Background: an optimization exercise with open tools, aiming at small area and few clock cycles per item. Do not read the settings as production practice. In this exercise RTL edits were held to simulation tests only and were not proved equivalent to the original.

==> inputs of run B <==
## rns_forward_conversion
module rns_forward_conversion
#(
  parameter int MAX_MODULI     = 4,
  parameter int STEPS_PER_CELL = 2
) (
  input  logic                 clk,
  input  logic                 rst_n,
  input  logic                 in_tvalid,
  output logic                 in_tready,
  input  logic [71:0]          in_tdata,    
  input  logic                 in_tuser,    
  output logic                 out_tvalid,
  input  logic                 out_tready,
  output logic [39:0]          out_tdata,   
  output logic                 out_tlast,   
  output logic                 out_tuser,   
  input  logic                 cfg_valid,
  output logic                 cfg_ready,
  input  logic [rnsfc_pkg::CFG_IDX_W-1:0] cfg_index,
  input  logic [rnsfc_pkg::MOD_W-1:0]     cfg_data
);
  localparam int MOD_W  = rnsfc_pkg::MOD_W;
  localparam int RES_W  = rnsfc_pkg::RES_W;
  localparam int CNT_W  = rnsfc_pkg::CNT_W;
  localparam int RW     = rnsfc_pkg::RW;
  localparam int STEPS  = rnsfc_pkg::STEPS;
  localparam int NSTG   = rnsfc_pkg::NSTG;
  localparam int PASS_B = rnsfc_pkg::PASS_B;
  localparam int SH_W   = rnsfc_pkg::SH_W;
  localparam int H_W    = rnsfc_pkg::H_W;
  localparam int INFO_W = rnsfc_pkg::INFO_W;
  localparam int EST_LO = rnsfc_pkg::EST_LO;
  localparam int EW     = RW - EST_LO;
  logic [CNT_W-1:0] n_r;
  logic [MOD_W-1:0] d_r [4];
  logic [SH_W-1:0]  s_r [4];
  logic             z_r [4];
  logic [MOD_W-1:0] nd;
  logic [SH_W-1:0]  ns;
  logic             nz;
  ...
export LEC_CHECK = 0
export ABC_AREA = 1
export CAP_MARGIN = 20
export CORE_MARGIN = 2
export CORE_UTILIZATION = 55
export SLEW_MARGIN = 20
create_clock -name core_clock -period 8.5 [get_ports {clk}]
run.sh (not shown) runs the stock make flow with config.mk's settings and CLKGATE_MAP_FILE= SYNTH_SCRIPT=/design/flow/synth_recipe.tcl, a recipe that flattens the netlist after the stock synthesis.
==> inputs of run H, as changes to run B <==
--- a/flow/design.v
+++ b/flow/design.v
@@ -11,15 +11,15 @@
   localparam int STEPS  = 4;
   localparam int NSTG   = 10;
   localparam int PASS_B = STEPS * NSTG;   
   localparam int RW     = 33;             
   localparam int EST_LO = 29;             
   localparam int SH_W   = 5;              
   localparam int H_W    = 71;             
-  localparam int INFO_W = 6;              
+  localparam int INFO_W = 4;              
   localparam int S_FAST = 7;              
 endpackage
 `timescale 1ns / 1ps
 module rnsfc_cell #(
   parameter int IN_W  = 40,    
   parameter int OUT_W = 36,    
   parameter bit Q_EXT = 1'b0
@@ -219,14 +219,15 @@
   logic              h_v_r, busy_r;
   logic [1:0]        h_j_r;
   logic [INFO_W-1:0] h_info_r;
   logic [H_W-1:0]    h_r;
   logic [3:0]        h_pre_r;
   logic [1:0]        h_a_r;
   logic [4:0]        h_xi_r;
+  logic [1:0]        pass_r;             
   always_comb begin
     x         = in_tdata[63:0];
     mode      = held_r ? hmode_r : in_tuser;
     sel       = held_r ? hsel_r  : in_tdata[65:64];
     neg       = held_r ? h_r[63] : x[63];
     fwd_empty = !mode && (n_act == '0);
     j         = mode ? sel : jc_r;
@@ -254,15 +255,15 @@
       issue   = !busy_r;
     end else begin
       take_ok = fwd_empty || !busy_r;
       issue   = in_tvalid && !fwd_empty && !busy_r;
     end
   end
   assign in_tready = adv && take_ok;
-  logic exit_v;
+  logic exit_v, recirc;
   always_ff @(posedge clk) begin
     if (!rst_n) begin
       h_v_r  <= 1'b0;
       jc_r   <= '0;
       busy_r <= 1'b0;
       held_r <= 1'b0;
     end else if (adv) begin
@@ -273,15 +274,15 @@
       if (issue && slow)          held_r <= !last_job;
     end
   end
   always_ff @(posedge clk) begin
     if (adv) begin
       if (issue) begin
         h_j_r    <= j;
-        h_info_r <= {pl, neg, zero, bad, last_job};
+        h_info_r <= {neg, zero, bad, last_job};
         h_pre_r  <= pad[5:2];
         h_a_r    <= pad[1:0];
         h_xi_r   <= '0;
         if (!held_r) begin
           h_r     <= h_data;
           hmode_r <= in_tuser;
           hsel_r  <= in_tdata[65:64];
@@ -291,14 +292,20 @@
       end else if (h_xi_r != 5'd31) begin
         if (h_xi_r < 5'd16) h_r[63:0] <= {h_r[59:0], h_r[63:60]};
         h_xi_r <= (h_xi_r == 5'd16 || (h_xi_r == 5'd15 && h_a_r == 2'd0)) ? 5'd31
                                                                           : h_xi_r + 5'd1;
       end
     end
   end
+  always_ff @(posedge clk) begin
+    if (adv) begin
+      if (issue)       pass_r <= pl;
+      else if (recirc) pass_r <= pass_r - 2'd1;
+    end
+  end
   logic [STEPS-1:0] win_g;
   logic [66:0]      circ;
   always_comb begin
     circ = {h_r[2:0], h_r[63:0]};
     if (h_xi_r == 5'd0)  circ[66:64] = {3{h_info_r[3]}};
     if (h_xi_r == 5'd16) circ[63:0]  = '0;
     if (h_pre_r != '0)          win_g = {STEPS{h_info_r[3]}};
@@ -323,28 +330,27 @@
     digit = {!pos && !(&ep), pos};
   endfunction
   logic              pv   [NSTG];
   logic [1:0]        pj   [NSTG];
   logic [INFO_W-1:0] pinf [NSTG];
   logic [RW-1:0]     ps   [NSTG];
   logic [RW-1:0]     pc   [NSTG];
-  logic              recirc;
   logic              v0;
   logic [1:0]        j0, q0;
   logic [INFO_W-1:0] info0;
   logic [RW-1:0]     s0, c0;
   logic              hneg;
   always_comb begin
     hneg   = h_info_r[3];
-    recirc = pv[NSTG-1] && (pinf[NSTG-1][5:4] != 2'd0);
-    exit_v = pv[NSTG-1] && (pinf[NSTG-1][5:4] == 2'd0);
+    recirc = pv[NSTG-1] && (pass_r != 2'd0);
+    exit_v = pv[NSTG-1] && (pass_r == 2'd0);
     if (recirc) begin
       v0    = 1'b1;
       j0    = pj[NSTG-1];
-      info0 = {pinf[NSTG-1][5:4] - 2'd1, pinf[NSTG-1][3:0]};
+      info0 = pinf[NSTG-1];
       s0    = ps[NSTG-1];
       c0    = pc[NSTG-1];
       q0    = digit(ps[NSTG-1], pc[NSTG-1]);
     end else begin
       v0    = h_v_r;
       j0    = h_j_r;
       info0 = h_info_r;
--- a/flow/config.mk
+++ b/flow/config.mk
@@ -5,8 +5,9 @@
 export SDC_FILE = /design/flow/constraint.sdc
 export NUM_CORES = 4
 export LEC_CHECK = 0
 export ABC_AREA = 1
 export CAP_MARGIN = 20
 export CORE_MARGIN = 2
 export CORE_UTILIZATION = 55
+export CTS_BUF_LIST = sky130_fd_sc_hd__clkbuf_8
 export SLEW_MARGIN = 20
==> notes <==
- Critical path depth is the same in run B and run H.
- Against run B, the non-clock buffer count of run H is lower by 266.
- Synthesized cell count is about the same in run B and run H.
- Between run B and run H, the lower first-iteration DRC count is in run H (gap 1.8%, measured against run H).
- Maximum frequency: run H is larger than run B (about 0.54%).
Testbench counts of run B, summed over its fixed seeds: cycles 8,873, results 8,769.
Testbench counts of run H, summed over its fixed seeds: cycles 8,873, results 8,769.

## afterwards: timing with drivers on the ports
No port has a modelled driver above. Below, the same layouts with a new extraction and two added sets of constraints.
Step 1 sets driving cells, clkbuf_16 on the clock port and buf_2 on the other inputs (assumed; they add their load-dependent delay and slew).
Step 2 adds t to the input delays and takes it off the output delays; t is the mean of the earliest and latest rising clock arrival at the registers after step 1. Input paths then give back, and output paths get back, about the clock's delay inside the block.
Slacks: no drivers / after step 1 / after step 2; pairs: no drivers / after step 1.
run | t (ns) | slack for setup (ns) | worst register clock-pin slew, ns | pins driven straight from the clock port
run B | 0.926 | 0.219 / 0.219 / 0.219 | 0.07 / 0.07 | 1
run H | 1.140 | 0.264 / 0.264 / 0.264 | 0.07 / 0.07 | 1
After both steps setup and hold are still met in every run listed.
